This design comes from an exercise in tuning for small area, a short achievable clock period and few clock cycles per item on the open sky130 flow, not from production work.
Only simulation tests tie the RTL to the original design; equivalence was not proved.
Power and IR drop assume default switching activity.

===== design.v =====
`timescale 1ns/1ns
`default_nettype none
module conv_top
(
    input  logic        clk,
    input  logic        rst,
    input  logic        start,
    input  logic [19:0] cfg_weight_base,
    input  logic [19:0] cfg_bias_base,
    input  logic [19:0] cfg_data_base,
    input  logic [19:0] cfg_result_base,
    input  logic [9:0]  cfg_rownum,
    input  logic [9:0]  cfg_columnnum,
    input  logic [9:0]  cfg_filternum,
    input  logic [7:0]  mem_rdata,
    output logic        mem_en,
    output logic        mem_we,
    output logic [19:0] mem_addr,
    output logic [7:0]  mem_wdata,
    output logic        conv_finish
);
    localparam logic [1:0] PH_LOAD  = 2'd0;
    localparam logic [1:0] PH_DATA  = 2'd1;
    localparam logic [1:0] PH_DRAIN = 2'd2;
    logic        busy;
    logic [1:0]  phase;
    logic [3:0]  tapcnt;       
    logic [19:0] wptr;
    logic [19:0] bptr;
    logic [19:0] rptr;
    logic [19:0] db;
    logic [19:0] cp;           
    logic [9:0]  nrows;
    logic [9:0]  ncols;
    logic [9:0]  rowcnt;       
    logic [9:0]  colcnt;       
    logic [9:0]  filtcnt;      
    logic [1:0]  wrow;         
    logic        rfirst;
    logic        cfirst;
    logic        en_q;
    logic        we_q;
    logic [19:0] addr_q;
    logic [7:0]  wdata_q;
    logic        tv0, tv1, tv2;
    logic [2:0]  tp0, tp1, tp2;
    logic [1:0]  te0, te1, te2;
    logic        t3_first, t3_initrow, t3_emit_a, t3_emit_b;
    logic        t4_emit_a, t4_emit_b;
    logic        t5_emit_b;
    logic        write_due;
    logic        rd_data;
    logic        rd_weight;
    logic        rd_bias;
    logic        rlast;
    logic        clast;
    logic        flast;
    logic        rd_first;
    logic        rd_last;
    logic        drained;
    logic [19:0] off;
    logic        off_cin;
    logic [19:0] data_addr;
    logic [19:0] ptr;
    logic [19:0] ptr_inc;
    logic [5:0]  tag_d;
    assign write_due = t4_emit_a || t5_emit_b;
    assign rd_data   = busy && !write_due && (phase == PH_DATA);
    assign rd_weight = busy && !write_due && (phase == PH_LOAD) && (tapcnt != 4'd9);
    assign rd_bias   = busy && !write_due && (phase == PH_LOAD) && (tapcnt == 4'd9);
    assign rlast     = (rowcnt == 10'd1);
    assign clast     = (colcnt == 10'd1);
    assign flast     = (filtcnt == 10'd1);
    assign rd_first  = (wrow == 2'd1);
    assign rd_last   = (wrow == 2'd2) || (wrow == 2'd0 && rlast)
                    || (wrow == 2'd1 && rfirst && rlast);
    assign drained   = (phase == PH_DRAIN) && (tapcnt == 4'd6);
    always_comb
    begin
        case (wrow)
            2'd0:    begin off = ~{10'd0, ncols}; off_cin = 1'b1; end
            2'd2:    begin off =  {10'd0, ncols}; off_cin = 1'b0; end
            default: begin off = 20'd0;           off_cin = !(rfirst && cfirst); end
        endcase
    end
    assign data_addr = cp + off + {19'd0, off_cin};
    assign ptr     = write_due ? rptr : ((tapcnt == 4'd9) ? bptr : wptr);
    assign ptr_inc = ptr + 20'd1;
    always_comb
    begin
        tag_d = 6'd0;
        if (rd_weight || rd_bias)
            tag_d = {1'b1, 2'd3, 3'd0};
        else if (rd_data)
            tag_d = {1'b1, wrow, rd_first && cfirst,
                     rd_last && !cfirst, rd_last && clast};
    end
    always_ff @(posedge clk)
    begin
        if (rst)
        begin
            busy        <= 1'b0;
            phase       <= PH_LOAD;
            en_q        <= 1'b0;
            we_q        <= 1'b0;
            tv0         <= 1'b0;
            te0         <= 2'd0;
            conv_finish <= 1'b0;
        end
        else
        begin
            tv0         <= tag_d[5];
            te0         <= tag_d[1:0];
            en_q        <= busy && (write_due || phase == PH_LOAD || phase == PH_DATA);
            we_q        <= busy && write_due;
            conv_finish <= busy && drained;
            if (!busy)
            begin
                if (start)
                begin
                    busy  <= 1'b1;
                    phase <= PH_LOAD;
                end
            end
            else if (drained)
                busy <= 1'b0;
            if (rd_bias)
                phase <= PH_DATA;
            if (rd_data && rd_last && clast && rlast)
                phase <= flast ? PH_DRAIN : PH_LOAD;
        end
    end
    always_ff @(posedge clk)
        addr_q <= rd_data ? data_addr : ptr;
    always_ff @(posedge clk)
    begin
        if (!busy)
        begin
            wptr    <= cfg_weight_base;
            bptr    <= cfg_bias_base;
            db      <= cfg_data_base;
            rptr    <= cfg_result_base;
            nrows   <= cfg_rownum;
            ncols   <= cfg_columnnum;
            filtcnt <= cfg_filternum;
            tapcnt  <= 4'd0;
        end
        else
        begin
            if (write_due)
                rptr <= ptr_inc;
            if (rd_weight)
            begin
                wptr   <= ptr_inc;
                tapcnt <= tapcnt + 4'd1;
            end
            if (rd_bias)
            begin
                bptr   <= ptr_inc;
                tapcnt <= 4'd0;
                cp     <= db;
                rowcnt <= nrows;
                colcnt <= ncols;
                rfirst <= 1'b1;
                cfirst <= 1'b1;
                wrow   <= 2'd1;
            end
            if (phase == PH_DRAIN)
                tapcnt <= tapcnt + 4'd1;
            if (rd_data)
            begin
                if (wrow == 2'd1)
                    cp <= data_addr;
                if (!rd_last)
                    wrow <= (wrow == 2'd1 && !rfirst) ? 2'd0 : 2'd2;
                else
                begin
                    wrow   <= 2'd1;
                    cfirst <= 1'b0;
                    colcnt <= colcnt - 10'd1;
                    if (clast)
                    begin
                        colcnt <= ncols;
                        cfirst <= 1'b1;
                        rowcnt <= rowcnt - 10'd1;
                        rfirst <= 1'b0;
                        if (rlast)
                            filtcnt <= filtcnt - 10'd1;
                    end
                end
            end
        end
    end
    assign mem_en    = en_q;
    assign mem_we    = we_q;
    assign mem_addr  = addr_q;
    assign mem_wdata = wdata_q;
    always_ff @(posedge clk)
    begin
        if (rst)
        begin
            tv1       <= 1'b0;
            te1       <= 2'd0;
            tv2       <= 1'b0;
            te2       <= 2'd0;
            t3_first  <= 1'b0;
            t3_emit_a <= 1'b0;
            t3_emit_b <= 1'b0;
            t4_emit_a <= 1'b0;
            t4_emit_b <= 1'b0;
            t5_emit_b <= 1'b0;
        end
        else
        begin
            tv1       <= tv0;
            te1       <= te0;
            tv2       <= tv1;
            te2       <= te1;
            t3_first  <= tv2 && (tp2[2:1] == 2'd1);
            t3_emit_a <= tv2 && te2[1];
            t3_emit_b <= tv2 && te2[0];
            t4_emit_a <= t3_emit_a;
            t4_emit_b <= t3_emit_b;
            t5_emit_b <= t4_emit_b;
        end
    end
    always_ff @(posedge clk)
    begin
        tp0        <= tag_d[4:2];
        tp1        <= tp0;
        tp2        <= tp1;
        t3_initrow <= tp2[0];
    end
    function automatic logic [37:0] mac(input logic [18:0] acc_s,
                                        input logic [18:0] acc_c,
                                        input logic [3:0]  one,
                                        input logic [3:0]  two,
                                        input logic [3:0]  neg,
                                        input logic [7:0]  w);
        logic [8:0]      mag;
        logic [3:0][8:0] pp;
        logic [18:0]     r0, r1, r2, r3, rk;
        logic [18:0]     s1, c1, s2, c2, s3, c3, s4, c4, s5, c5;
        for (int k = 0; k < 4; k++)
        begin
            mag   = one[k] ? {w[7], w} : (two[k] ? {w, 1'b0} : 9'd0);
            pp[k] = neg[k] ? ~mag : mag;
        end
        r0 = {10'd0, ~pp[0][8], pp[0][7:0]};
        r1 = { 8'd0, ~pp[1][8], pp[1][7:0], 1'b0, neg[0]};
        r2 = { 6'd0, ~pp[2][8], pp[2][7:0], 1'b0, neg[1], 2'd0};
        r3 = { 4'd0, ~pp[3][8], pp[3][7:0], 1'b0, neg[2], 4'd0};
        rk = 19'h7AB00 | {12'd0, neg[3], 6'd0};
        s1 = r0 ^ r1 ^ r2;
        c1 = ((r0 & r1) | (r0 & r2) | (r1 & r2)) << 1;
        s2 = r3 ^ rk ^ acc_c;
        c2 = ((r3 & rk) | (r3 & acc_c) | (rk & acc_c)) << 1;
        s3 = s1 ^ c1 ^ s2;
        c3 = ((s1 & c1) | (s1 & s2) | (c1 & s2)) << 1;
        s4 = s3 ^ c3 ^ c2;
        c4 = ((s3 & c3) | (s3 & c2) | (c3 & c2)) << 1;
        s5 = s4 ^ c4 ^ acc_s;
        c5 = ((s4 & c4) | (s4 & acc_s) | (c4 & acc_s)) << 1;
        mac = {c5, s5};
    endfunction
    logic [9:0][7:0]    wreg;          
    logic               in_data;
    logic [8:0]         xe;
    logic [3:0]         b_one, b_two, b_neg;
    logic [7:0]         w_a, w_b, w_d;
    logic [18:0]        a_s, a_c, b_s, b_c, d_s, d_c;
    logic [18:0]        src_as, src_ac, src_bs, src_bc, src_ds, src_dc;
    logic [18:0]        bias_x;
    logic [18:0]        a_sum;
    logic [7:0]         sat_a;
    always_ff @(posedge clk)
    begin
        if (tv2 && tp2[2:1] == 2'd3)
        begin
            for (int k = 0; k < 9; k++)
                wreg[k] <= wreg[k+1];
            wreg[9] <= mem_rdata;
        end
    end
    assign in_data = tv2 && (tp2[2:1] != 2'd3);
    assign xe      = {mem_rdata, 1'b0};
    always_ff @(posedge clk)
    begin
        for (int k = 0; k < 4; k++)
        begin
            b_one[k] <= in_data && (xe[2*k+1] ^ xe[2*k]);
            b_two[k] <= in_data && ((xe[2*k+2] && !xe[2*k+1] && !xe[2*k])
                                 || (!xe[2*k+2] && xe[2*k+1] && xe[2*k]));
            b_neg[k] <= in_data && xe[2*k+2];
        end
        case (tp2[2:1])
            2'd0:    begin w_d <= wreg[0]; w_b <= wreg[1]; w_a <= wreg[2]; end
            2'd1:    begin w_d <= wreg[3]; w_b <= wreg[4]; w_a <= wreg[5]; end
            default: begin w_d <= wreg[6]; w_b <= wreg[7]; w_a <= wreg[8]; end
        endcase
        if (t3_emit_b)
            w_a <= 8'd0;
    end
    assign bias_x = {{11{wreg[9][7]}}, wreg[9]};
    always_comb
    begin
        if (t3_first || t4_emit_b)
        begin
            src_as = b_s;
            src_ac = b_c;
        end
        else
        begin
            src_as = a_s;
            src_ac = a_c;
        end
        if (!t3_first)
        begin
            src_bs = b_s;
            src_bc = b_c;
        end
        else if (t3_initrow)
        begin
            src_bs = bias_x;
            src_bc = 19'd0;
        end
        else
        begin
            src_bs = d_s;
            src_bc = d_c;
        end
        if (t3_first)
        begin
            src_ds = bias_x;
            src_dc = 19'd0;
        end
        else
        begin
            src_ds = d_s;
            src_dc = d_c;
        end
    end
    always_ff @(posedge clk)
    begin
        {a_c, a_s} <= mac(src_as, src_ac, b_one, b_two, b_neg, w_a);
        {b_c, b_s} <= mac(src_bs, src_bc, b_one, b_two, b_neg, w_b);
        {d_c, d_s} <= mac(src_ds, src_dc, b_one, b_two, b_neg, w_d);
    end
    assign a_sum = a_s + a_c;
    assign sat_a = a_sum[18] ? 8'd0 : ((|a_sum[17:11]) ? 8'd127 : {1'b0, a_sum[10:4]});
    always_ff @(posedge clk)
        wdata_q <= sat_a;
endmodule
`default_nettype wire

===== flow/run.sh =====
#!/bin/bash
# The standard layout (the standard.sh, unchanged synthesis and steps),
# with the timing repair aiming at a setup slack of SETUP_SLACK_MARGIN ns
# instead of 0, so that it sizes and buffers the paths for a shorter period,
# and the smallest buffer on the ports (timing repair upsizes those that
# need it). The clock period and every constraint stay the design's.
set -euo pipefail
export SETUP_SLACK_MARGIN=${SETUP_SLACK_MARGIN:-8}
export BUFFER_PORTS_ARGS="-buffer_cell sky130_fd_sc_hd__buf_1"
export CTS_ARGS="-sink_clustering_enable -dont_use_dummy_load -repair_clock_nets"
bash standard.sh > standard.log 2>&1

===== standard.sh =====
#!/bin/bash
# synth_recipe.tcl (not shown) runs the flow's synth.tcl, then flattens the netlist and writes it again
# the make line also repeats each setting of config.mk as NAME=value (left out here)
make -C /OpenROAD-flow-scripts/flow DESIGN_CONFIG=/design/flow/config.mk WORK_HOME=/design/flow/orfs CLKGATE_MAP_FILE= SYNTH_SCRIPT=/design/flow/synth_recipe.tcl "${@:-finish}"

===== config.mk =====
export PLATFORM = sky130hd
export DESIGN_NAME = conv_top
export DESIGN_NICKNAME = conv_top
export VERILOG_FILES = /design/flow/design.v
export SDC_FILE = /design/flow/constraint.sdc
export NUM_CORES = 4
export LEC_CHECK = 0
export CAP_MARGIN = 20
export CORE_MARGIN = 2
export CORE_UTILIZATION = 60
export CTS_CLUSTER_DIAMETER = 80
export CTS_CLUSTER_SIZE = 24
export SLEW_MARGIN = 20

===== constraint.sdc =====
create_clock -name core_clock -period 11.5 [get_ports {clk}]
set_input_delay 2.3000 -clock core_clock [delete_from_list [all_inputs] [get_ports {clk}]]
set_output_delay 2.3000 -clock core_clock [all_outputs]
set_load 0.01 [all_outputs]

==> out/metrics.csv, run 1 <==
metric,value,unit
ys_seq_area_frac,0.4613,
synth_cell_types,77,
slew_violations,0,
synth_ff_type,edfxtp_1,
switching_share,0.3089,
pwr-share-seq,0.459,
drc,0,
slowest_delay,380,ps
path_depth,1,
synth_cells,2250,
finalHoldViolCount,0,
netlist_area,24300,µm²
coreArea,39820,µm²
fmax,293.3,MHz
cp_top_family,flip-flops,
cp-endpoint,mem_addr[0],
dieArea,42130,µm²
whs,325.8,ps
grt_usage,0.2653,
cts_buffers,47,
critPathKind,flop to output port,
drt_wl_total,54570,µm
multiInputGateArea,11910,µm²
clock-root-buffer,clkbuf_16,
num_vias,16340,
pwr-share-clk,0.276,
end_kind,output port,
grt_start_max_net_pins,87,
yosysMostFrequentCell,edfxtp_1,
grt_pass1_wl,87240,µm
reg2regPathDepth,10,
leakage,11.06,nW
finish.net_count,2720,
worst-path-buf-inv,1,
die_w,205.3,µm
cp_max_fo,1,
status,finished clean,
synthArstFlopShare,0,
ff2ff_setup_slack,8130,ps
arrival,1110,ps
clkSlewWorstSetupHoldPaths,60,ps
syn_to_final_growth,9.616,%
reg2reg_to,a_s[8],
maxCapViolations,0,
start_kind,flop,
clk_latency,580,ps
layout-drive-gt1-share,0.08012,
slew_headroom,0.3102,
max-vdd-ir-drop,0.0001193,V
cts_buffer_depth,3,
crit_required,9200,ps
period_share,0.2965,
p_total,4.647,mW
initial_utilization,0.6103,
period_needed,3409,ps
gp_congestion,0.8125,
firstDrtPassIters,5,
tns,0,ps
rsz0062_at_grt,false,
cts_hold_buf,0,
yosysTopAreaCellShare,0.2891,
skew,41.04,ps
switchingPower,1.436,mW
synth_fp_nets,2609,
rows,73,
drtIter0Drc,1000,
yosys-top-cells-count,"edfxtp_1, dfxtp_1, nand2_1",
cp-startpoint,addr_q[0],
synth_top_area_cell,edfxtp_1,
hpwl,38830,µm
hp-class,flop to flop,
diodes,0,
p_int,3.212,mW
viasPerCell,5.667,
setup_viol,0,
nFillCells,3209,
antenna_found_initial,1,
grt_overflow_total,0,
syn_area_per_cell,10.80,µm²
worst_pin_slew,1032,ps
grt_pass1_vias,16650,
synth_area_leaders,"edfxtp_1, dfxtp_1, fa_1",
htreeDepth,2,
num_io_pins,152,
chipHeight,205.3,µm
clock-sinks,443,
path_cells,buf_1,
portBuffers,150,
synth_edf_count,234,
cts_tree,yes,
powerDensity,174.4,nW/µm²
fin_util,0.6690,
p_comb_frac,0.265,
synth_seq_cells,443,
reg2reg_from,b_two[1],
crit_slowest_cell,dfxtp_1,
ys_warn_count,1,
seq_area,11220,µm²
ant_nets,0,
wl_per_cell,18.92,µm
==> worst register-to-register path, cell delays in order (launching register included) <==
cell and delay (ps):
dfxtp_2 450, nor2b_2 280, buf_6 210, a22oi_1 100, xnor2_1 180, fa_1 530
inv_1 50, fa_1 460, fa_1 490, inv_1 40, fa_1 420
==> worst min-delay path by stage <==
stage,startpoint,to,depth (start not counted)
after CTS,tp0[2],tp1[2],0
after global routing,tp0[2],tp1[2],0
after global placement,tp0[0],tp1[0],0
after detailed placement,tp0[2],tp1[2],0
after floorplan,tp2[0],t3_initrow,0
final,tp0[1],tp1[1],0
==> placed cells by master, fill, tap and decap left out, drive strengths merged, types with 71 or more instances in the layout <==
cell	n
edfxtp	234
dfxtp	209
nand2	205
buf	192
inv	190
a21oi	139
o21ai	137
nor2	134
ha	122
fa	116
xnor2	113
xor2	76
mux2i	73
a22oi	71
==> cells by family after synthesis <==
kind of cell | share of synthesized area
compound gates | 0.1084
mux | 0.05508
xor+xnor | 0.06996
other cells | 0.0001543
buf+inv | 0.05205
flops | 0.4613
fa+ha+maj | 0.1584
simple gates | 0.09472
==> through the flow <==
step | area (µm²) | std cells | worst slack (ps)
final | 26640 | 2884 | 8091
after CTS | 26490 | 2876 | 8006
after global placement | 25200 | 2821 | 7048
after detailed placement | 25200 | 2821 | 7000
after global routing | 26640 | 2884 | 8000
after floorplan | 24310 | 2250 | 8011
==> metal layers <==
layer,share of wire,GRT usage,wire [µm],up-vias
li1,-,-,-,7906
met1,0.43,0.3420,23310,7935
met4,0.025,0.07631,1381,2
met5,0.00026,0,14,-
met2,0.50,0.4642,27260,399
met3,0.048,0.04118,2609,101
==> sequential cells by signal (all words and copies together) (netlist names), 19 cells and up <==
| signal | count |
|---|---|
| cp | 20 |
| wptr | 20 |
| a_s | 19 |
| b_s | 19 |
| rptr | 20 |
| wreg | 80 |
| d_s | 19 |
| addr_q | 20 |
| bptr | 20 |
| db | 20 |
==> power by group through the flow <==
| stage | registers (mW) | logic [mW] | clock network, mW |
|---|---|---|---|
| 6_report | 2.13 | 1.23 | 1.28 |
| 2_1_floorplan | 2.09 | 0.951 | 0 |
| 4_1_cts | 2.13 | 1.25 | 1.31 |
| 3_3_place_gp | 2.16 | 1.16 | 0 |
| 3_5_place_dp | 2.16 | 1.24 | 0 |
| 5_1_grt | 2.16 | 1.44 | 1.37 |
==> repair_timing <==
item | 4_1_cts | 5_1_grt
buffers inserted | 8 | 8
gates resized for setup | 15 | 20
pin swaps | 0 | 5
endpoints found under the setup margin | 125 | 70
==> cell type report <==
type | count | area share
tap | 525 | 0.02466
multi-input combinational | 1486 | 0.4472
timing repair buffer | 192 | 0.03560
sequential | 443 | 0.4213
inverter | 191 | 0.02710
clock buffer | 47 | 0.04415
Testbench counts, summed over its fixed seeds: cycles 42,564, results 10,859.
==> run 2: changes to the inputs <==
--- a/flow/run.sh
+++ b/flow/run.sh
@@ -8,4 +8,4 @@
 export SETUP_SLACK_MARGIN=${SETUP_SLACK_MARGIN:-8}
 export BUFFER_PORTS_ARGS="-buffer_cell sky130_fd_sc_hd__buf_1"
-export CTS_ARGS="-sink_clustering_enable -dont_use_dummy_load -repair_clock_nets"
+export CTS_ARGS="-sink_clustering_enable -sink_clustering_size 24 -sink_clustering_max_diameter 80 -dont_use_dummy_load -repair_clock_nets"
 bash standard.sh > standard.log 2>&1
==> out/metrics.csv, run 2 <==
metric,value,unit
cts_buffer_depth,3,
final_cell_mix,"edfxtp_1, dfxtp_1, nand2_1, inv_1, buf_1",
htreeDepth,1,
synth_seq_cells,443,
initial_utilization,0.6103,
cp-startpoint,addr_q[0],
reg2regPathDepth,13,
fmax,289.5,MHz
reg2reg_to,cp[18],
crit_required,9200,ps
netlist_area,24300,µm²
ys_seq_area_frac,0.4613,
multiInputGateArea,11910,µm²
yosysMostFrequentCell,edfxtp_1,
worst_pin_slew,1012,ps
syn_to_final_growth,7.387,%
hp-start,tp0[2],
drc,0,
clock-sinks,443,
period_share,0.3004,
tns,0,ps
rows,73,
status,finished clean,
layout_commonest_cell,edfxtp_1,
synth_top_area_cell,edfxtp_1,
slew_violations,0,
num_io_pins,152,
coreArea,39820,µm²
diodes,0,
seq_area,11220,µm²
hpwl,38830,µm
chipHeight,205.3,µm
min_to,tp1[2],
crit_slowest_cell,dfxtp_1,
ff2ff_setup_slack,8130,ps
clk_latency,600,ps
nFillCells,3264,
clkSlewWorstSetupHoldPaths,90,ps
gp_congestion,0.8125,
ys_warn_count,1,
largest_reg_flops,80,
grt_usage,0.2587,
syn_area_per_cell,10.80,µm²
fin_area,26100,µm²
hold_path_depth,0,
powerDensity,163.2,nW/µm²
end_kind,output port,
path_cells,buf_1,
cts_buffers,26,
layout-drive-gt1-share,0.07103,
yosysTopAreaCellShare,0.2891,
clock-root-buffer,clkbuf_16,
drtIter0Drc,1024,
viasPerCell,5.647,
synth_ff_type,edfxtp_1,
grt_overflow_total,0,
num_vias,16160,
rsz0062_at_grt,true,
maxCapViolations,0,
ant_nets,0,
antenna_found_initial,1,
synth_area_leaders,"edfxtp_1, dfxtp_1, fa_1",
grt_pass1_wl,85870,µm
drt_wl_total,53900,µm
cts_tree,yes,
arrival,1150,ps
fin_util,0.6554,
largest_register,wreg,
cp_top_family,flip-flops,
portBuffers,150,
synth_cells,2250,
setup_viol,0,
yosys-top-cells-count,"edfxtp_1, dfxtp_1, nand2_1",
start_kind,flop,
dieArea,42130,µm²
critPathKind,flop to output port,
finish.net_count,2698,
synthArstFlopShare,0,
grt_start_max_net_pins,87,
cts_hold_buf,0,
grt_pass1_vias,16490,
cp_max_fo,1,
synth_edf_count,234,
finalHoldViolCount,0,
reg2reg_from,wrow[1],
synth_cell_types,77,
leakage,10.80,nW
die_w,205.3,µm
slew_headroom,0.3238,
max-vdd-ir-drop,0.00009968,V
synth_fp_nets,2609,
hp-class,flop to flop,
worst-path-buf-inv,1,
placed_area,25200,µm²
slowest_delay,400,ps
wl_per_cell,18.83,µm
period_needed,3454,ps
firstDrtPassIters,5,
skew,63.00,ps
==> run 2: cell count changes in the layout (fill, tap and decap cells not counted) <==
cell	delta
a2111oi_1	-1
buf_4	-1
buf_8	-1
buf_6	+1
clkbuf_16	-21
a21oi_1	+1
a21oi_2	-1
a2111oi_0	+1
==> run 2: metal layers <==
| metal | vias up | share of wire | track usage |
|---|---|---|---|
| li1 | 7853 | - | - |
| met3 | 88 | 0.039 | 0.02835 |
| met2 | 336 | 0.50 | 0.4585 |
| met5 | - | 0.00026 | 0 |
| met1 | 7882 | 0.44 | 0.3384 |
| met4 | 2 | 0.025 | 0.06912 |
==> run 2: worst reg2reg max path: stages (launching register included) <==
cell and delay [ps]:
edfxtp_1 480, buf_4 190, buf_4 130, buf_4 150, xor2_1 150, nor2_1 130
ha_1 290, a21oi_1 260, inv_1 70, a2111oi_0 390, a21oi_1 210, a31oi_1 260
xor2_1 230, o21ai_0 120
==> run 2: final cells by class <==
type | count | area share
multi-input combinational | 1486 | 0.4563
sequential | 443 | 0.4301
timing repair buffer | 191 | 0.03591
inverter | 191 | 0.02766
tap | 525 | 0.02517
clock buffer | 26 | 0.02493
==> run 2: report_power, final <==
| group | switching [mW] | total [mW] | leakage [nW] | internal (mW) |
|---|---|---|---|---|
| Combinational | 0.689 | 1.23 | 6.48 | 0.537 |
| Sequential | 0.173 | 2.13 | 4.00 | 1.95 |
| Clock | 0.505 | 0.905 | 0.320 | 0.400 |
| Total | 1.37 | 4.26 | 10.8 | 2.89 |
==> run 2: worst max-delay path by stage <==
stage,endpoint,cells after the start,slack [ps]
3_5_place_dp,b_s[5],9,7000
2_1_floorplan,b_s[5],9,8010
5_1_grt,cp[12],13,7990
6_report,mem_addr[0],1,8050
4_1_cts,b_s[5],11,7990
3_3_place_gp,b_s[5],9,7050
==> run 2: logic make-up after synthesis <==
kind of cell,count (synthesis),share of synthesized area
buffers and inverters,321,0.05205
DFF,443,0.4613
xor gates and xnor gates,189,0.06996
muxes,127,0.05508
adders and majority gates,238,0.1584
AOI/OAI and AO/OA,439,0.1084
and+or+nand+nor,492,0.09472
other,1,0.0001543
==> run 2: what timing repair did <==
item	4_1_cts	5_1_grt
setup endpoints to repair	123	67
buffers inserted	7	8
pin swaps	0	3
resized for setup	14	18
==> run 2: stage by stage <==
stage	setup WS, ps	total power [mW]	instances	hold slack, ps
4_1_cts	7992	4.297	2854	337.2
3_3_place_gp	7048	3.318	2821	312.4
6_report	8046	4.259	2862	334.2
3_5_place_dp	7000	3.399	2821	314.3
2_1_floorplan	8011	3.041	2250	309.6
5_1_grt	7985	4.560	2862	338.5
==> run 3: changes to the inputs <==
--- a/config.mk
+++ b/config.mk
@@ -8,6 +8,7 @@
 export CAP_MARGIN = 20
 export CORE_MARGIN = 2
-export CORE_UTILIZATION = 60
+export CORE_UTILIZATION = 75
 export CTS_CLUSTER_DIAMETER = 80
 export CTS_CLUSTER_SIZE = 24
+export PLACE_DENSITY = 0.85
 export SLEW_MARGIN = 20
==> out/metrics.csv, run 3 <==
metric,value,unit
status,finished clean,
num_vias,16850,
die_w,184.0,µm
chipHeight,184.0,µm
syn_to_final_growth,6.280,%
powerDensity,163.5,nW/µm²
use_met3,0.04913,
netlist_area,24300,µm²
fmax,294.2,MHz
synth_cell_types,77,
worst-path-buf-inv,1,
maxCapViolations,0,
initial_utilization,0.7663,
synth_seq_cells,443,
cts_buffer_depth,3,
p_comb_frac,0.298,
grt_usage,0.3257,
slew_headroom,0.2988,
syn_area_per_cell,10.80,µm²
ff2ff_setup_slack,8110,ps
crit_required,9200,ps
grt_pass1_vias,17420,
coreArea,31720,µm²
portBuffers,150,
drtIter0Drc,1356,
synth_area_leaders,"edfxtp_1, dfxtp_1, fa_1",
yosysMostFrequentCell,edfxtp_1,
pwr-share-seq,0.504,
switching_share,0.3227,
antenna_found_initial,3,
synth_edf_count,234,
reg2reg_to,a_s[8],
num_io_pins,152,
largest_register,wreg,
arrival,1100,ps
use_met2,0.5654,
tns,0,ps
synth_top_area_cell,edfxtp_1,
end_kind,output port,
ant_nets,0,
yosys-top-cells-count,"edfxtp_1, dfxtp_1, nand2_1",
drt_wl_total,54080,µm
period_share,0.2956,
cp-startpoint,addr_q[2],
period_needed,3399,ps
gp_congestion,0.9024,
globalRouteMet1Util,0.4084,
slowest_delay,370,ps
fin_area,25830,µm²
final_cell_mix,"edfxtp_1, dfxtp_1, nand2_1, inv_1, buf_1",
cp-endpoint,mem_addr[2],
clock-root-buffer,clkbuf_16,
switchingPower,1.363,mW
start_kind,flop,
synthArstFlopShare,0,
clock-sinks,443,
hpwl,38850,µm
cts_tree,yes,
synth_ff_type,edfxtp_1,
finalHoldViolCount,0,
cp_top_family,flip-flops,
pwr-share-clk,0.197,
ys_seq_area_frac,0.4613,
wl_per_cell,19.76,µm
largest_reg_flops,80,
leakage,10.74,nW
setup_viol,0,
htreeDepth,1,
crit_slowest_cell,dfxtp_1,
finish.net_count,2693,
reg2regPathDepth,11,
cts_hold_buf,0,
rsz0062_at_grt,true,
synth_fp_nets,2609,
cp_max_fo,1,
grt_start_max_net_pins,90,
hp-start,tp2[0],
clk_latency,560,ps
slew_violations,0,
skew,41.44,ps
grt_overflow_total,0,
path_cells,buf_1,
layout-drive-gt1-share,0.06818,
p_int,2.860,mW
grt_pass1_wl,87020,µm
cts_buffers,23,
critPathKind,flop to output port,
firstDrtPassIters,6,
drc,0,
worst_pin_slew,1049,ps
hp-class,flop to flop,
clkSlewWorstSetupHoldPaths,90,ps
path_depth,1,
synth_cells,2250,
reg2reg_from,b_one[2],
placed_area,25040,µm²
layout_commonest_cell,edfxtp_1,
ys_warn_count,1,
rows,65,
max-vdd-ir-drop,0.0001167,V
viasPerCell,6.155,
yosysTopAreaCellShare,0.2891,
dieArea,33860,µm²
grt-busiest-layer,met2,
run 3: per-stage QoR:
| stage | total power [mW] | hold slack (ps) | setup slack (ps) | utilization | instances |
|---|---|---|---|---|---|
| 3_5_place_dp | 3.415 | 312.1 | 7388 | 0.7894 | 2698 |
| 3_3_place_gp | 3.282 | 310.8 | 7564 | 0.7894 | 2698 |
| 6_report | 4.223 | 333.2 | 8101 | 0.8144 | 2737 |
| 4_1_cts | 4.235 | 332.5 | 7958 | 0.8103 | 2727 |
| 5_1_grt | 4.503 | 341.7 | 7928 | 0.8142 | 2734 |
| 2_1_floorplan | 3.041 | 309.6 | 8011 | - | 2250 |
run 3: worst min path at each step:
stage / endpoint / slack, ps / cells after the start
after floorplan: t3_initrow / 310 / 0
after global placement: tp2[0] / 310 / 0
after detailed placement: t3_initrow / 310 / 0
after CTS: tp2[2] / 330 / 0
after global routing: tp2[1] / 340 / 0
final: t3_initrow / 330 / 0
run 3: cell families (layout without fill, tap and decap cells):
family	Yosys count	after routing	share of synthesized area
AO/OA/AOI/OAI	439	439	0.1084
adder cells (fa/ha/maj)	238	238	0.1584
flip-flops	443	443	0.4613
multiplexers	127	127	0.05508
AND/OR/NAND/NOR	492	492	0.09472
buffers and inverters	321	403	0.05205
other	1	4	0.0001543
XOR/XNOR	189	189	0.06996
run 3: layout make-up:
class                      count  area, µm²
multi-input combinational   1486      11890
sequential                   443      11220
inverter                     191      723.2
fill                        1838       5887
antenna                        3      7.507
timing repair inverter         1      5.005
tap                          402      503.0
clock buffer                  23      575.6
timing repair buffer         188      908.4
run 3: timing repair:
action | 4_1_cts | 5_1_grt
pin swaps | 1 | 5
gates cloned | 0 | 1
endpoints found under the setup margin | 88 | 46
setup buffers | 6 | 6
gates resized for setup | 9 | 21
endpoints found under the hold margin | 0 | 0
run 3: power groups by stage:
stage	clock (mW)	sequential [mW]	combinational, mW
floorplan	0	2.09	0.951
global placement	0	2.15	1.14
detailed placement	0	2.16	1.26
CTS	0.837	2.13	1.27
global route	0.887	2.16	1.46
finish	0.833	2.13	1.26
run 3: routing by layer:
layer	share of wire	vias to the layer above
li1	-	7852
met1	0.39	8083
met2	0.50	749
met3	0.074	162
met4	0.041	0
met5	0	-
==> run 4: changes to the inputs <==
--- a/flow/run.sh
+++ b/flow/run.sh
@@ -8,4 +8,4 @@
 export SETUP_SLACK_MARGIN=${SETUP_SLACK_MARGIN:-8}
 export BUFFER_PORTS_ARGS="-buffer_cell sky130_fd_sc_hd__buf_1"
-export CTS_ARGS="-sink_clustering_enable -sink_clustering_size 24 -sink_clustering_max_diameter 80 -dont_use_dummy_load -repair_clock_nets"
+export CTS_ARGS="-sink_clustering_enable -sink_clustering_size 32 -sink_clustering_max_diameter 70 -dont_use_dummy_load -repair_clock_nets"
 bash standard.sh > standard.log 2>&1
--- a/config.mk
+++ b/config.mk
@@ -8,7 +8,6 @@
 export CAP_MARGIN = 20
 export CORE_MARGIN = 2
-export CORE_UTILIZATION = 75
+export CORE_UTILIZATION = 60
 export CTS_CLUSTER_DIAMETER = 80
 export CTS_CLUSTER_SIZE = 24
-export PLACE_DENSITY = 0.85
 export SLEW_MARGIN = 20
==> out/metrics.csv, run 4 <==
metric,value,unit
clock-sinks,443,
yosysMostFrequentCell,edfxtp_1,
pwr-share-seq,0.491,
status,finished clean,
grt_pass1_wl,86660,µm
rsz0062_at_grt,false,
cts_buffers,30,
netlist_area,24300,µm²
max-vdd-ir-drop,0.0001296,V
p_comb_frac,0.286,
drtIter0Drc,1032,
wl_per_cell,18.90,µm
pre_cts_ws,7000,ps
firstDrtPassIters,8,
path_cells,buf_1,
layout-drive-gt1-share,0.07350,
nFillCells,3247,
dieArea,42130,µm²
layout_commonest_cell,edfxtp_1,
yosysTopAreaCellShare,0.2891,
antenna_found_initial,1,
chipHeight,205.3,µm
synthArstFlopShare,0,
clock-root-buffer,clkbuf_16,
worst-path-buf-inv,1,
largest_reg_flops,80,
grt_start_max_net_pins,87,
period_needed,3447,ps
portBuffers,150,
fin_util,0.6584,
yosys-top-cells-count,"edfxtp_1, dfxtp_1, nand2_1",
gp_congestion,0.8125,
setup_viol,0,
hp-class,flop to flop,
worst_slack,8053,ps
num_io_pins,152,
synth_mux_area_frac,0.05508,
cp_top_family,flip-flops,
coreArea,39820,µm²
end_kind,output port,
viasPerCell,5.673,
synth_ff_type,edfxtp_1,
p_int,2.955,mW
num_vias,16250,
crit_required,9200,ps
maxCapViolations,0,
drt_wl_total,54150,µm
syn_area_per_cell,10.80,µm²
layoutNonFillerInstCount,2865,
synth_edf_count,234,
die_w,205.3,µm
diodes,0,
cts_tree,yes,
drc,0,
cp_max_fo,1,
cts_buffer_depth,3,
ant_nets,0,
htreeDepth,1,
period_share,0.2997,
grt_overflow_total,0,
powerDensity,165.3,nW/µm²
synth_seq_cells,443,
largest_register,wreg,
final_cell_mix,"edfxtp_1, dfxtp_1, nand2_1, inv_1, buf_1",
slew_violations,0,
finish.net_count,2701,
slowest_delay,390,ps
switching_share,0.3181,
fin_area,26220,µm²
syn_to_final_growth,7.881,%
dp.cells,2821,
initial_utilization,0.6103,
grt_usage,0.2609,
p_total,4.334,mW
synth_top_family_by_area,adder cells,
pwr-share-clk,0.223,
synth_top_area_cell,edfxtp_1,
start_kind,flop,
switchingPower,1.379,mW
ys_seq_area_frac,0.4613,
clk_latency,610,ps
leakage,10.84,nW
whs,330.7,ps
synth_fp_nets,2609,
finalHoldViolCount,0,
synth_cells,2250,
grt_pass1_vias,16480,
slew_headroom,0.3195,
synth_compound_area_frac,0.1084,
synth_area_leaders,"edfxtp_1, dfxtp_1, fa_1",
hpwl,38830,µm
ys_warn_count,1,
yosys.area_share.xor_xnor,0.06996,
arrival,1150,ps
clkSlewWorstSetupHoldPaths,100,ps
crit_slowest_cell,dfxtp_1,
worst_pin_slew,1018,ps
rows,73,
synth_cell_types,77,
skew,71.34,ps
fmax,290.1,MHz
placed_area,25200,µm²
synth_simple_gate_area_frac,0.09472,
tns,0,ps
synth-adder-area-share,0.1584,
critPathKind,flop to output port,
==> run 4: cell count changes in the layout (fill, tap and decap cells not counted), sizes merged <==
cell,delta
clkbuf,+7
diode,-3
buf,+2
clkinvlp,-2
clkinv,+1
==> run 4: cell families (layout without fill, tap and decap cells) <==
logic type	after synthesis	count (layout)
flops	443	443
buf+inv	321	411
xor+xnor	189	189
fa+ha+maj	238	238
mux	127	127
other cells	1	1
simple gates	492	492
compound gates	439	439
==> run 4: worst paths after layout <==
path                            slack (ps)  cells after the start  startpoint     endpoint
worst max-delay path                  8050                      1   addr_q[5]  mem_addr[5]
worst min register to register         330                      0      tp0[2]       tp1[2]
worst min-delay path                   330                      0      tp0[2]       tp1[2]
worst max register to register        8120                     11    b_one[2]       a_s[7]
==> run 4: power by group through the flow <==
stage                     combinational (mW)  sequential (mW)  clock [mW]
after global placement                  1.16             2.16           0
after floorplan                        0.951             2.09           0
after detailed placement                1.24             2.16           0
after CTS                               1.26             2.13       0.990
final                                   1.24             2.13       0.968
after global routing                    1.45             2.16        1.04
==> run 4: layer usage <==
layer / wire length [µm] / up-vias / global-route usage
met3: 2268 / 81 / 0.02851
li1: - / 7859 / -
met5: 14 / - / 0
met4: 1098 / 2 / 0.06398
met1: 23480 / 7943 / 0.3453
met2: 27290 / 369 / 0.4605
==> run 4: cell type report <==
type                    count  area (µm²)  area share
inverters                 191       721.9     0.02753
flip-flops and latches    443       11230      0.4283
clock buffers              30       750.7     0.02863
multi-input cells        1486       11920      0.4546
well taps                 525       656.9     0.02505
repair buffers            190       942.2     0.03593
==> run 4: repair_timing <==
item                       CTS  global route
buffers inserted             8             6
cloned                       0             0
pin swaps                    0             2
setup endpoints to repair  126            67
hold buffers                 0             0
gates resized for setup     17            24
==> run 5: changes to the inputs <==
--- a/config.mk
+++ b/config.mk
@@ -8,6 +8,7 @@
 export CAP_MARGIN = 20
 export CORE_MARGIN = 2
-export CORE_UTILIZATION = 60
+export CORE_UTILIZATION = 75
 export CTS_CLUSTER_DIAMETER = 80
 export CTS_CLUSTER_SIZE = 24
+export PLACE_DENSITY = 0.85
 export SLEW_MARGIN = 20
==> out/metrics.csv, run 5 <==
metric,value,unit
cts_buffers,24,
drc,0,
period_needed,3436,ps
yosys-top-cells-count,"edfxtp_1, dfxtp_1, nand2_1",
die_w,184.0,µm
clock-root-buffer,clkbuf_16,
wl_per_cell,19.92,µm
synth_cell_types,77,
num_vias,17020,
yosysTopAreaCellShare,0.2891,
cp_max_fo,1,
cp_top_family,flip-flops,
use_met3,0.04933,
firstDrtPassIters,6,
grt_overflow_total,0,
finish.net_count,2696,
rsz0062_at_grt,true,
initial_utilization,0.7663,
period_share,0.2988,
layout_commonest_cell,edfxtp_1,
status,finished clean,
start_kind,flop,
antenna_found_initial,3,
largest_reg_flops,80,
synth_ff_type,edfxtp_1,
rows,65,
layout-drive-gt1-share,0.07024,
slew_headroom,0.3245,
grt_pass1_wl,87370,µm
synthArstFlopShare,0,
synth_seq_cells,443,
worst_pin_slew,1011,ps
finalHoldViolCount,0,
arrival,1140,ps
grt-busiest-layer,met2,
path_cells,buf_1,
ant_nets,0,
skew,81.24,ps
largest_register,wreg,
hp-class,flop to flop,
dieArea,33860,µm²
ys_seq_area_frac,0.4613,
num_io_pins,152,
pre_cts_ws,7388,ps
cts_buffer_depth,3,
drt_wl_total,54580,µm
crit_required,9200,ps
final_cell_mix,"edfxtp_1, dfxtp_1, nand2_1, inv_1, buf_1",
globalRouteMet1Util,0.4088,
grt_start_max_net_pins,90,
ys_warn_count,1,
cts_tree,yes,
hpwl,38850,µm
fmax,291.0,MHz
worst_slack,8064,ps
clock-sinks,443,
netlist_area,24300,µm²
use_met2,0.5683,
clk_latency,580,ps
coreArea,31720,µm²
synth_fp_nets,2609,
synth_top_area_cell,edfxtp_1,
syn_area_per_cell,10.80,µm²
drtIter0Drc,1399,
setup_viol,0,
maxCapViolations,0,
chipHeight,184.0,µm
synth_cells,2250,
crit_slowest_cell,dfxtp_1,
slew_violations,0,
max-vdd-ir-drop,0.0001426,V
tns,0,ps
clkSlewWorstSetupHoldPaths,100,ps
synth_area_leaders,"edfxtp_1, dfxtp_1, fa_1",
critPathKind,flop to output port,
portBuffers,150,
viasPerCell,6.212,
gp_congestion,0.9024,
leakage,10.76,nW
end_kind,output port,
yosysMostFrequentCell,edfxtp_1,
synth_edf_count,234,
worst-path-buf-inv,1,
powerDensity,163.8,nW/µm²
slowest_delay,390,ps
grt_pass1_vias,17470,
htreeDepth,1,
syn_to_final_growth,6.533,%
grt_usage,0.3283,
run 5: repair_timing:
| item | 4_1_cts | 5_1_grt |
|---|---|---|
| endpoints found under the setup margin | 87 | 46 |
| gates cloned | 0 | 1 |
| hold buffers | 0 | 0 |
| resized for setup | 8 | 27 |
| buffers inserted | 9 | 5 |
| pin swaps | 0 | 7 |
run 5: cells by family (layout without fill, tap and decap cells):
logic type	count (synthesis)	in the layout	share of synthesized area
DFF	443	443	0.4613
AOI/OAI and AO/OA	439	439	0.1084
and+or+nand+nor	492	492	0.09472
adders and majority gates	238	238	0.1584
muxes	127	127	0.05508
other	1	4	0.0001543
buffers and inverters	321	406	0.05205
xor gates and xnor gates	189	189	0.06996
run 5: routing by layer:
metal	wire, µm	up-vias
met5	0	-
li1	-	7865
met4	2435	0
met1	21210	8212
met3	3860	174
met2	27070	770
run 5: per-stage QoR:
step	total power [mW]	cells	hold WS [ps]	utilization	area [µm²]
5_1_grt	4.521	2737	347.2	0.8161	25880
2_1_floorplan	3.041	2250	309.6	-	24310
3_3_place_gp	3.282	2698	310.8	0.7894	25040
3_5_place_dp	3.415	2698	312.1	0.7894	25040
4_1_cts	4.253	2731	333.6	0.8118	25750
6_report	4.242	2740	335.1	0.8163	25890
run 5: path summary, 6_finish.rpt:
| path | from | to | slack (ps) | cells past startpoint |
|---|---|---|---|---|
| worst max register to register | b_one[2] | d_s[8] | 8120 | 11 |
| worst min register to register | tp1[2] | tp2[2] | 340 | 0 |
| worst min-delay path | tp1[2] | tp2[2] | 340 | 0 |
| worst max-delay path | addr_q[0] | mem_addr[0] | 8060 | 1 |
run 5: cell type report:
cell class	instances	area [µm²]
repair buffers	190	927.1
fillers	1829	5826
well taps	402	503.0
flip-flops and latches	443	11220
repair inverters	1	5.005
clock buffers	24	600.6
inverters	191	723.2
diodes	3	7.507
multi-input cells	1486	11910
run 5: power by group:
group	switching, mW	leakage [nW]	internal (mW)	total (mW)
clock network	0.474	0.296	0.372	0.845
logic	0.718	6.47	0.548	1.27
registers	0.176	3.99	1.96	2.13
==> run 6: changes to the inputs <==
--- a/flow/run.sh
+++ b/flow/run.sh
@@ -6,5 +6,5 @@
 # need it). The clock period and every constraint stay the design's.
 set -euo pipefail
-export SETUP_SLACK_MARGIN=${SETUP_SLACK_MARGIN:-8}
+export SETUP_SLACK_MARGIN=${SETUP_SLACK_MARGIN:-8.08}
 export BUFFER_PORTS_ARGS="-buffer_cell sky130_fd_sc_hd__buf_1"
 export CTS_ARGS="-sink_clustering_enable -sink_clustering_size 32 -sink_clustering_max_diameter 70 -dont_use_dummy_load -repair_clock_nets"
==> out/metrics.csv, run 6 <==
metric,value,unit
worst-path-buf-inv,1,
slowest_delay,380,ps
layout_commonest_cell,edfxtp_1,
grt_usage,0.3214,
ant_nets,0,
fmax,293.6,MHz
synthArstFlopShare,0,
ys_warn_count,1,
pwr-share-seq,0.499,
yosys-top-cells-count,"edfxtp_1, dfxtp_1, nand2_1",
antenna_found_initial,3,
rows,65,
powerDensity,162.8,nW/µm²
cts_buffer_depth,3,
diodes,0,
yosysTopAreaCellShare,0.2891,
clock-root-buffer,clkbuf_16,
critPathKind,flop to output port,
clock-sinks,443,
die_w,184.0,µm
switchingPower,1.366,mW
end_kind,output port,
p_total,4.264,mW
chipHeight,184.0,µm
gp_congestion,0.8889,
period_needed,3406,ps
cp_max_fo,1,
maxCapViolations,0,
coreArea,31720,µm²
clk_latency,590,ps
initial_utilization,0.7663,
synth_cell_types,77,
p_int,2.898,mW
worst_pin_slew,1070,ps
firstDrtPassIters,6,
max-vdd-ir-drop,0.0001567,V
cts_hold_buf,0,
crit_slowest_cell,dfxtp_1,
placed_area,25040,µm²
largest_reg_flops,80,
start_kind,flop,
drc,0,
nFillCells,1805,
num_vias,16940,
rsz0062_at_grt,true,
grt_overflow_total,0,
tns,0,ps
synth_top_area_cell,edfxtp_1,
dieArea,33860,µm²
drt_wl_total,54050,µm
synth_fp_nets,2609,
arrival,1110,ps
hp-start,tp1[1],
p_comb_frac,0.293,
path_cells,buf_2,
drtIter0Drc,1442,
synth_edf_count,234,
wl_per_cell,19.62,µm
switching_share,0.3204,
clkSlewWorstSetupHoldPaths,110,ps
cp-startpoint,addr_q[10],
pwr-share-clk,0.208,
slew_violations,0,
skew,65.92,ps
cts_tree,yes,
viasPerCell,6.148,
hpwl,37530,µm
grt_pass1_vias,17240,
synth_cells,2250,
cts_buffers,26,
crit_required,9200,ps
largest_register,wreg,
num_io_pins,152,
fin_area,26190,µm²
syn_area_per_cell,10.80,µm²
cp_top_family,flip-flops,
grt_pass1_wl,86130,µm
period_share,0.2962,
portBuffers,150,
netlist_area,24300,µm²
ys_seq_area_frac,0.4613,
synth_area_leaders,"edfxtp_1, dfxtp_1, fa_1",
fin_util,0.8258,
syn_to_final_growth,7.774,%
grt_start_max_net_pins,92,
hp-class,flop to flop,
reg2reg_from,b_one[0],
final_cell_mix,"edfxtp_1, nand2_1, dfxtp_1, inv_1, buf_1",
htreeDepth,1,
synth_ff_type,edfxtp_1,
setup_viol,0,
layout-drive-gt1-share,0.08585,
finish.net_count,2714,
finalHoldViolCount,0,
yosysMostFrequentCell,edfxtp_1,
synth_seq_cells,443,
leakage,10.93,nW
status,finished clean,
slew_headroom,0.2851,
==> run 6: cell counts after synthesis <==
Identical to the previous run, type by type.
==> run 6: cell families after synthesis <==
logic type,count (synthesis),synth area share
xor+xnor,189,0.06996
flops,443,0.4613
mux,127,0.05508
fa+ha+maj,238,0.1584
compound gates,439,0.1084
other cells,1,0.0001543
simple gates,492,0.09472
buf+inv,321,0.05205
==> run 6: power by group through the flow <==
| stage | sequential (mW) | clock (mW) | combinational, mW |
|---|---|---|---|
| detailed placement | 2.15 | 0 | 1.24 |
| global route | 2.15 | 0.947 | 1.46 |
| global placement | 2.14 | 0 | 1.14 |
| floorplan | 2.09 | 0 | 0.951 |
| finish | 2.13 | 0.888 | 1.25 |
| CTS | 2.12 | 0.894 | 1.25 |
==> run 6: layout make-up <==
type,instances,area [µm²],share of cell area
Timing Repair inverter,1,5.005,0.0001911
Inverter,191,725.7,0.02770
Timing Repair Buffer,206,1152,0.04399
Multi-Input combinational cell,1486,11930,0.4553
Tap cell,402,503.0,0.01920
Clock buffer,26,650.6,0.02484
Sequential cell,443,11230,0.4288
==> run 6: final timing paths <==
| path | endpoint | slack, ps | cells after the start |
|---|---|---|---|
| worst max-delay path | mem_addr[10] | 8090 | 1 |
| worst min-delay path | tp2[1] | 340 | 0 |
| worst max register to register | b_s[7] | 8150 | 11 |
| worst min register to register | tp2[1] | 340 | 0 |
==> run 6: stage by stage <==
step                cells  hold slack [ps]  setup WS [ps]
finish               2755            336.9           8094
global route         2755            343.8           8055
CTS                  2738            337.6           8081
detailed placement   2698            312.1           6963
global placement     2698            311.2           7112
floorplan            2250            309.6           8082
==> run 6: timing repair <==
item,4_1_cts,5_1_grt
gates cloned,0,4
endpoints found under the setup margin,112,71
resized for setup,26,42
pin swaps,3,6
setup buffers,14,13
==> run 6: per-layer routing <==
metal	vias to the layer above	global-route usage	routed length [µm]
met5	-	0	40
met4	6	0.1069	2063
met3	161	0.04219	3890
met2	754	0.5620	26790
met1	8133	0.4169	21270
li1	7883	-	-
==> run 7: changes to the inputs <==
--- a/flow/run.sh
+++ b/flow/run.sh
@@ -6,5 +6,5 @@
 # need it). The clock period and every constraint stay the design's.
 set -euo pipefail
-export SETUP_SLACK_MARGIN=${SETUP_SLACK_MARGIN:-8.08}
+export SETUP_SLACK_MARGIN=${SETUP_SLACK_MARGIN:-8}
 export BUFFER_PORTS_ARGS="-buffer_cell sky130_fd_sc_hd__buf_1"
 export CTS_ARGS="-sink_clustering_enable -sink_clustering_size 32 -sink_clustering_max_diameter 70 -dont_use_dummy_load -repair_clock_nets"
--- a/config.mk
+++ b/config.mk
@@ -6,9 +6,9 @@
 export NUM_CORES = 4
 export LEC_CHECK = 0
-export CAP_MARGIN = 20
+export CAP_MARGIN = 5
 export CORE_MARGIN = 2
 export CORE_UTILIZATION = 75
-export CTS_CLUSTER_DIAMETER = 80
-export CTS_CLUSTER_SIZE = 24
+export CTS_CLUSTER_DIAMETER = 70
+export CTS_CLUSTER_SIZE = 32
 export PLACE_DENSITY = 0.85
-export SLEW_MARGIN = 20
+export SLEW_MARGIN = 5
==> out/metrics.csv, run 7 <==
metric,value,unit
status,finished clean,
synth_seq_cells,443,
multiInputGateArea,11910,µm²
period_share,0.2988,
cts_buffers,24,
clkSlewWorstSetupHoldPaths,100,ps
grt_pass1_vias,17470,
slew_headroom,0.3245,
synth_ff_type,edfxtp_1,
finalHoldViolCount,0,
syn_area_per_cell,10.80,µm²
hpwl,38850,µm
netlist_area,24300,µm²
worst_pin_slew,1011,ps
antenna_found_initial,3,
arrival,1140,ps
synthArstFlopShare,0,
rsz0062_at_grt,true,
path_cells,buf_1,
setup_viol,0,
synth_area_leaders,"edfxtp_1, dfxtp_1, fa_1",
fmax,291.0,MHz
dp.cells,2698,
synth_cells,2250,
clock-root-buffer,clkbuf_16,
synth_edf_count,234,
end_kind,output port,
wl_per_cell,19.92,µm
rows,65,
largest_reg_flops,80,
highest_layer,met4,
num_vias,17020,
ant_nets,0,
powerDensity,163.8,nW/µm²
nFillCells,1829,
final_cell_mix,"edfxtp_1, dfxtp_1, nand2_1, inv_1, buf_1",
largest_register,wreg,
tns,0,ps
maxCapViolations,0,
die_w,184.0,µm
initial_utilization,0.7663,
yosysMostFrequentCell,edfxtp_1,
syn_to_final_growth,6.533,%
drt_wl_total,54580,µm
htreeDepth,1,
ys_warn_count,1,
slowest_delay,390,ps
pre_cts_ws,7388,ps
worst_slack,8064,ps
skew,81.24,ps
critPathKind,flop to output port,
chipHeight,184.0,µm
cp_max_fo,1,
dr_wl_met3,3860,µm
ys_seq_area_frac,0.4613,
portBuffers,150,
synth_fp_nets,2609,
layout_commonest_cell,edfxtp_1,
wl_met1,21210,µm
viasPerCell,6.212,
cts_buffer_depth,3,
layout-drive-gt1-share,0.07024,
drc,0,
drtIter0Drc,1399,
layoutNonFillerInstCount,2740,
hp-class,flop to flop,
slew_violations,0,
num_io_pins,152,
seq_area,11220,µm²
cts_tree,yes,
synth_top_area_cell,edfxtp_1,
worst-path-buf-inv,1,
gp_congestion,0.9024,
yosysTopAreaCellShare,0.2891,
coreArea,31720,µm²
leakage,10.76,nW
firstDrtPassIters,6,
period_needed,3436,ps
crit_slowest_cell,dfxtp_1,
grt_pass1_wl,87370,µm
crit_required,9200,ps
yosys-top-cells-count,"edfxtp_1, dfxtp_1, nand2_1",
grt_overflow_total,0,
clk_latency,580,ps
finish.net_count,2696,
grt_start_max_net_pins,90,
dieArea,33860,µm²
wl_met2,27070,µm
cp_top_family,flip-flops,
start_kind,flop,
synth_cell_types,77,
max-vdd-ir-drop,0.0001426,V
grt_usage,0.3283,
clock-sinks,443,
-- run 7: cell families after synthesis --
kind of cell    Yosys count  synth area share
simple gates            492           0.09472
flops                   443            0.4613
compound gates          439            0.1084
buf+inv                 321           0.05205
fa+ha+maj               238            0.1584
xor+xnor                189           0.06996
mux                     127           0.05508
other cells               1         0.0001543
-- run 7: metal layers --
layer,global-route usage,up-vias
met2,0.5683,770
met5,0,-
met4,0.1514,0
met3,0.04933,174
li1,-,7865
met1,0.4088,8212
-- run 7: layout make-up --
class | count | area share
multi-input combinational | 1486 | 0.4598
sequential | 443 | 0.4334
timing repair buffer | 190 | 0.03581
inverter | 191 | 0.02793
clock buffer | 24 | 0.02320
tap | 402 | 0.01943
antenna | 3 | 0.0002899
timing repair inverter | 1 | 0.0001933
-- run 7: worst paths after layout --
path | startpoint | endpoint | slack [ps] | cells after the start
worst max-delay path | addr_q[0] | mem_addr[0] | 8060 | 1
worst min-delay path | tp1[2] | tp2[2] | 340 | 0
worst max register to register | b_one[2] | d_s[8] | 8120 | 11
worst min register to register | tp1[2] | tp2[2] | 340 | 0
-- run 7: report_power, final --
group | switching [mW] | leakage (nW) | internal [mW]
combinational | 0.718 | 6.47 | 0.548
sequential | 0.176 | 3.99 | 1.96
clock | 0.474 | 0.296 | 0.372
-- run 7: what timing repair did --
action                                  CTS  global route
gates cloned                              0             1
pin swaps                                 0             7
gates resized for setup                   8            27
setup buffers                             9             5
hold buffers                              0             0
endpoints found under the setup margin   87            46
-- run 7: through the flow --
step / total power [mW] / utilization / cell area [µm²] / hold slack, ps
after floorplan: 3.041 / - / 24310 / 309.6
after global placement: 3.282 / 0.7894 / 25040 / 310.8
after detailed placement: 3.415 / 0.7894 / 25040 / 312.1
after CTS: 4.253 / 0.8118 / 25750 / 333.6
after global routing: 4.521 / 0.8161 / 25880 / 347.2
final: 4.242 / 0.8163 / 25890 / 335.1
==> run 8: changes to the inputs <==
--- a/config.mk
+++ b/config.mk
@@ -6,9 +6,11 @@
 export NUM_CORES = 4
 export LEC_CHECK = 0
-export CAP_MARGIN = 5
+export CAP_MARGIN = 20
 export CORE_MARGIN = 2
 export CORE_UTILIZATION = 75
 export CTS_CLUSTER_DIAMETER = 70
 export CTS_CLUSTER_SIZE = 32
+export GPL_ROUTABILITY_DRIVEN = 0
+export GPL_TIMING_DRIVEN = 1
 export PLACE_DENSITY = 0.85
-export SLEW_MARGIN = 5
+export SLEW_MARGIN = 20
==> out/metrics.csv, run 8 <==
metric,value,unit
synthArstFlopShare,0,
initial_utilization,0.7663,
whs,338.3,ps
period_needed,3461,ps
syn_area_per_cell,10.80,µm²
syn_to_final_growth,6.574,%
ys_warn_count,1,
crit_slowest_cell,dfxtp_1,
clkSlewWorstSetupHoldPaths,110,ps
clock-sinks,443,
finish.net_count,2696,
rows,65,
coreArea,31720,µm²
synth_cells,2250,
highest_layer,met4,
viasPerCell,6.171,
final_cell_mix,"edfxtp_1, dfxtp_1, nand2_1, inv_1, buf_1",
setup_viol,0,
portBuffers,150,
grt_usage,0.3234,
drc,0,
hold_path_depth,0,
netlist_area,24300,µm²
drtIter0Drc,1379,
cp_max_fo,1,
worst_pin_slew,1038,ps
clk_latency,580,ps
synth_fp_nets,2609,
powerDensity,164.6,nW/µm²
maxCapViolations,0,
cts_buffer_depth,3,
synth_edf_count,234,
end_kind,output port,
die_w,184.0,µm
cts_tree,yes,
num_vias,16910,
path_depth,1,
layout_commonest_cell,edfxtp_1,
grt_pass1_vias,17040,
rsz0062_at_grt,true,
largest_reg_flops,80,
path_cells,buf_1,
synth_seq_cells,443,
fmax,289.0,MHz
synth_ff_type,edfxtp_1,
status,finished clean,
htreeDepth,1,
reg2regPathDepth,11,
chipHeight,184.0,µm
p_total,4.263,mW
yosys-top-cells-count,"edfxtp_1, dfxtp_1, nand2_1",
cts_buffers,25,
ant_nets,0,
yosysTopAreaCellShare,0.2891,
num_io_pins,152,
largest_register,wreg,
wl_met2,27090,µm
grt_overflow_total,0,
arrival,1160,ps
clock-root-buffer,clkbuf_16,
ys_seq_area_frac,0.4613,
grt_start_max_net_pins,91,
skew,71.89,ps
dr_wl_met3,3834,µm
grt_pass1_wl,86500,µm
period_share,0.3009,
cp_top_family,flip-flops,
wl_per_cell,19.67,µm
synth_cell_types,77,
firstDrtPassIters,6,
crit_required,9200,ps
start_kind,flop,
tns,0,ps
hp-class,flop to flop,
wl_met1,21160,µm
critPathKind,flop to output port,
layout-drive-gt1-share,0.07024,
worst-path-buf-inv,1,
max-vdd-ir-drop,0.0001440,V
dieArea,33860,µm²
synth_top_area_cell,edfxtp_1,
slowest_delay,410,ps
slew_violations,0,
synth_area_leaders,"edfxtp_1, dfxtp_1, fa_1",
finalHoldViolCount,0,
leakage,10.78,nW
yosysMostFrequentCell,edfxtp_1,
drt_wl_total,53900,µm
hpwl,38300,µm
nFillCells,1878,
slew_headroom,0.3066,
antenna_found_initial,3,
-- run 8: cell counts after synthesis --
No cell type changed its count.
-- run 8: routing by layer --
metal / track usage / vias up
li1: - / 7850
met1: 0.4055 / 8215
met2: 0.5760 / 710
met3: 0.04952 / 134
met4: 0.1072 / 0
met5: 0 / -
-- run 8: path summary, 6_finish.rpt --
path / slack, ps / to / from
setup / recovery: 8040 / mem_addr[0] / addr_q[0]
hold / removal: 340 / tp1[1] / tp0[1]
setup reg to reg: 8070 / cp[18] / wrow[1]
hold reg to reg: 340 / tp1[1] / tp0[1]
-- run 8: final cells by class --
class                   count  area, µm²  area share
multi-input cells        1486      11900      0.4596
inverters                 191      723.2     0.02792
diodes                      3      7.507   0.0002898
repair inverters            1      5.005   0.0001932
clock buffers              25      625.6     0.02415
well taps                 402      503.0     0.01942
flip-flops and latches    443      11220      0.4331
repair buffers            189      914.6     0.03531
-- run 8: repair_timing --
| item | in CTS | in global routing |
|---|---|---|
| resized for setup | 8 | 31 |
| buffers inserted | 5 | 6 |
| gates cloned | 0 | 1 |
| endpoints found under the setup margin | 43 | 54 |
| hold buffers | 0 | 0 |
| pin swaps | 0 | 5 |
-- run 8: kinds of logic (layout without fill, tap and decap cells) --
| logic type | Yosys count | count (layout) | synth area share |
|---|---|---|---|
| buffers and inverters | 321 | 406 | 0.05205 |
| flip-flops | 443 | 443 | 0.4613 |
| other | 1 | 4 | 0.0001543 |
| adder cells (fa/ha/maj) | 238 | 238 | 0.1584 |
| AND/OR/NAND/NOR | 492 | 492 | 0.09472 |
| AO/OA/AOI/OAI | 439 | 439 | 0.1084 |
| multiplexers | 127 | 127 | 0.05508 |
| XOR/XNOR | 189 | 189 | 0.06996 |
-- run 8: power breakdown --
part           total [mW]  internal [mW]  switching [mW]
registers            2.14           1.96           0.183
clock network       0.865          0.386           0.480
logic                1.26          0.547           0.712
-- run 8: per-stage QoR --
step / setup slack, ps / area (µm²) / util / std cells
CTS: 8004 / 25740 / 0.8115 / 2730
detailed placement: 7788 / 25050 / 0.7899 / 2700
finish: 8039 / 25900 / 0.8166 / 2740
floorplan: 8011 / 24310 / - / 2250
global placement: 7824 / 25050 / 0.7899 / 2700
global route: 7866 / 25890 / 0.8164 / 2737
==> run 9: changes to the inputs <==
--- a/config.mk
+++ b/config.mk
@@ -11,6 +11,5 @@
 export CTS_CLUSTER_DIAMETER = 70
 export CTS_CLUSTER_SIZE = 32
-export GPL_ROUTABILITY_DRIVEN = 0
-export GPL_TIMING_DRIVEN = 1
 export PLACE_DENSITY = 0.85
 export SLEW_MARGIN = 20
+export TNS_END_PERCENT = 20
==> out/metrics.csv, run 9 <==
metric,value,unit
setup_viol,0,
yosys-top-cells-count,"edfxtp_1, dfxtp_1, nand2_1",
switching_share,0.3220,
p_comb_frac,0.297,
grt_pass1_vias,16960,
maxCapViolations,0,
synth_seq_cells,443,
fin_util,0.8220,
slew_headroom,0.3055,
crit_required,11820,ps
yosysMostFrequentCell,edfxtp_1,
die_w,184.0,µm
final_cell_mix,"edfxtp_1, dfxtp_1, nand2_1, inv_1, buf_1",
synth_cell_types,77,
synth_edf_count,234,
skew,53.91,ps
grt_overflow_total,0,
synth_fp_nets,2609,
clk_latency,580,ps
critPathKind,flop to flop,
arrival,3800,ps
grt_start_max_net_pins,95,
powerDensity,163.5,nW/µm²
num_vias,17030,
largest_reg_flops,80,
pwr-share-seq,0.499,
reg2regPathDepth,14,
ys_warn_count,1,
cp_top_family,compound AO/OA/AOI/OAI gates,
hp-start,tp1[1],
gp_congestion,0.8895,
antenna_found_initial,5,
reg2reg_from,wrow[1],
hp-class,flop to flop,
synth_top_area_cell,edfxtp_1,
syn_to_final_growth,7.269,%
fmax,287.7,MHz
drc,0,
drtIter0Drc,1530,
wl_per_cell,19.70,µm
end_kind,flop,
tns,0,ps
rsz0062_at_grt,true,
initial_utilization,0.7663,
cts_buffer_depth,3,
period_share,0.3022,
dieArea,33860,µm²
viasPerCell,6.186,
slew_violations,0,
syn_area_per_cell,10.80,µm²
largest_register,wreg,
cp_max_fo,6,
period_needed,3476,ps
max-vdd-ir-drop,0.0001342,V
finish.net_count,2709,
switchingPower,1.373,mW
layout-drive-gt1-share,0.07709,
clock-sinks,443,
dp.cells,2698,
cts_buffers,25,
synthArstFlopShare,0,
num_io_pins,152,
path_cells,buf_4 > buf_4 > xor2_1 > nor2_1 > ha_1 > nor2b_1 > o21ai_0 > a21boi_1 > o21ai_1 > nor2b_1 > o21ai_2 > a31oi_1 > xor2_1 > a21oi_1,
start_kind,flop,
ant_nets,0,
reg2reg_to,cp[12],
p_int,2.890,mW
firstDrtPassIters,6,
yosysTopAreaCellShare,0.2891,
drt_wl_total,54240,µm
worst-path-buf-inv,2,
grt_usage,0.3156,
netlist_area,24300,µm²
layoutNonFillerInstCount,2753,
worst_pin_slew,1039,ps
ff2ff_setup_slack,8020,ps
cp-startpoint,wrow[1],
synth_ff_type,edfxtp_1,
cts_tree,yes,
finalHoldViolCount,0,
chipHeight,184.0,µm
hpwl,38000,µm
ys_seq_area_frac,0.4613,
status,finished clean,
hold_path_depth,0,
clock-root-buffer,clkbuf_16,
synth_area_leaders,"edfxtp_1, dfxtp_1, fa_1",
clkSlewWorstSetupHoldPaths,110,ps
layout_commonest_cell,edfxtp_1,
rows,65,
coreArea,31720,µm²
htreeDepth,1,
grt_pass1_wl,84500,µm
slowest_delay,480,ps
portBuffers,150,
pwr-share-clk,0.204,
leakage,10.86,nW
min_to,tp2[1],
crit_slowest_cell,edfxtp_1,
synth_cells,2250,
==> run 9: cell counts after synthesis <==
No cell type changed its count.
==> run 9: how the worst max path moves through the flow <==
stage                  end  slack (ps)  depth (start not counted)
finish              cp[12]        8020                         14
global route        cp[12]        7870                         14
CTS                 cp[16]        7770                          9
detailed placement  b_s[5]        7010                          9
global placement    b_s[5]        7130                          9
floorplan           a_s[7]        7970                         10
==> run 9: metal layers <==
layer,global-route usage,vias up,routed length (µm)
met3,0.04180,170,3947
met1,0.4025,8182,21200
met2,0.5509,791,26870
met5,0,-,27
met4,0.1219,4,2192
li1,-,7882,-
==> run 9: area by class of cell <==
type / instances / area [µm²]
Antenna cell: 3 / 7.507
Timing Repair Buffer: 203 / 1059
Fill cell: 1785 / 5647
Inverter: 191 / 721.9
Multi-Input combinational cell: 1486 / 11930
Tap cell: 402 / 503.0
Sequential cell: 443 / 11220
Clock buffer: 25 / 625.6
==> run 9: power groups by stage <==
| stage | clock network [mW] | logic (mW) | registers, mW |
|---|---|---|---|
| 6_report | 0.870 | 1.26 | 2.13 |
| 3_5_place_dp | 0 | 1.25 | 2.16 |
| 2_1_floorplan | 0 | 0.951 | 2.09 |
| 4_1_cts | 0.873 | 1.27 | 2.12 |
| 5_1_grt | 0.927 | 1.46 | 2.15 |
| 3_3_place_gp | 0 | 1.14 | 2.14 |
==> run 9: kinds of logic (layout without fill, tap and decap cells) <==
family                     Yosys count  in the layout  share of synthesized area
and+or+nand+nor                    492            492                    0.09472
DFF                                443            443                     0.4613
AOI/OAI and AO/OA                  439            439                     0.1084
buffers and inverters              321            419                    0.05205
adders and majority gates          238            238                     0.1584
xor gates and xnor gates           189            189                    0.06996
muxes                              127            127                    0.05508
other                                1              4                  0.0001543
==> run 9: metrics by stage <==
stage	setup WS [ps]	hold WS (ps)	instance area, µm²	power, mW
after CTS	7774	338.6	25730	4.264
final	8024	339.3	26070	4.263
after global routing	7873	347.9	26060	4.537
after floorplan	7971	309.6	24310	3.041
after global placement	7129	310.7	25040	3.284
after detailed placement	7012	312.1	25040	3.405
==> run 9: repair_timing <==
| action | 4_1_cts | 5_1_grt |
|---|---|---|
| endpoints found under the setup margin | 106 | 68 |
| hold buffers | 0 | 0 |
| pin swaps | 0 | 11 |
| buffers inserted | 5 | 21 |
| gates cloned | 0 | 1 |
| resized for setup | 8 | 42 |
==> run 9: worst register-to-register path: stages (launching register included) <==
cell and delay (ps):
edfxtp_1 480, buf_4 200, buf_4 160, xor2_1 160, nor2_1 100, ha_1 270
nor2b_1 150, o21ai_0 300, a21boi_1 170, o21ai_1 230, nor2b_1 270, o21ai_2 100
a31oi_1 210, xor2_1 320, a21oi_1 110

port drivers added, routing unchanged:
In the flow no input, the clock included, has a driving cell. The finished layouts below were timed again as built, in two steps. Step 1 (the two cells are an assumption about what drives the block):
set clk [get_ports {clk}]
set_driving_cell -lib_cell sky130_fd_sc_hd__clkbuf_16 $clk
set_driving_cell -lib_cell sky130_fd_sc_hd__buf_2 [delete_from_list [all_inputs] $clk]
Step 2 moves the port delays by t, midway between the first and last clock arrival at a register: inputs arrive t later, outputs are due t later. That takes back most of the time a late clock gives input paths. a / b / c = no drivers / after step 1 / after step 2; a / b = the first two.
run | t, ns | setup WS [ns] | clock arrival spread, ns | slew at the worst register clock pin (ns)
run 1 | 0.619 | 8.091 / 8.035 / 8.130 | 0.041 / 0.041 | 0.06 / 0.06
run 2 | 0.623 | 8.046 / 7.991 / 8.134 | 0.063 / 0.063 | 0.10 / 0.10
run 3 | 0.591 | 8.101 / 8.046 / 8.107 | 0.042 / 0.043 | 0.10 / 0.10
run 4 | 0.633 | 8.053 / 7.993 / 8.118 | 0.074 / 0.073 | 0.10 / 0.10
run 5 | 0.594 | 8.064 / 8.010 / 8.123 | 0.082 / 0.082 | 0.11 / 0.11
run 6 | 0.608 | 8.094 / 8.039 / 8.053 | 0.066 / 0.066 | 0.11 / 0.11
run 7 | 0.594 | 8.064 / 8.010 / 8.123 | 0.082 / 0.082 | 0.11 / 0.11
run 8 | 0.601 | 8.039 / 7.988 / 8.074 | 0.078 / 0.078 | 0.11 / 0.11
run 9 | 0.605 | 8.024 / 8.024 / 7.984 | 0.054 / 0.054 | 0.11 / 0.11
After both steps setup and hold are still met in every run listed. For run 6, which loses most, drivers alone change the setup slack by -0.055 ns; drivers and shift together by -0.041 ns.
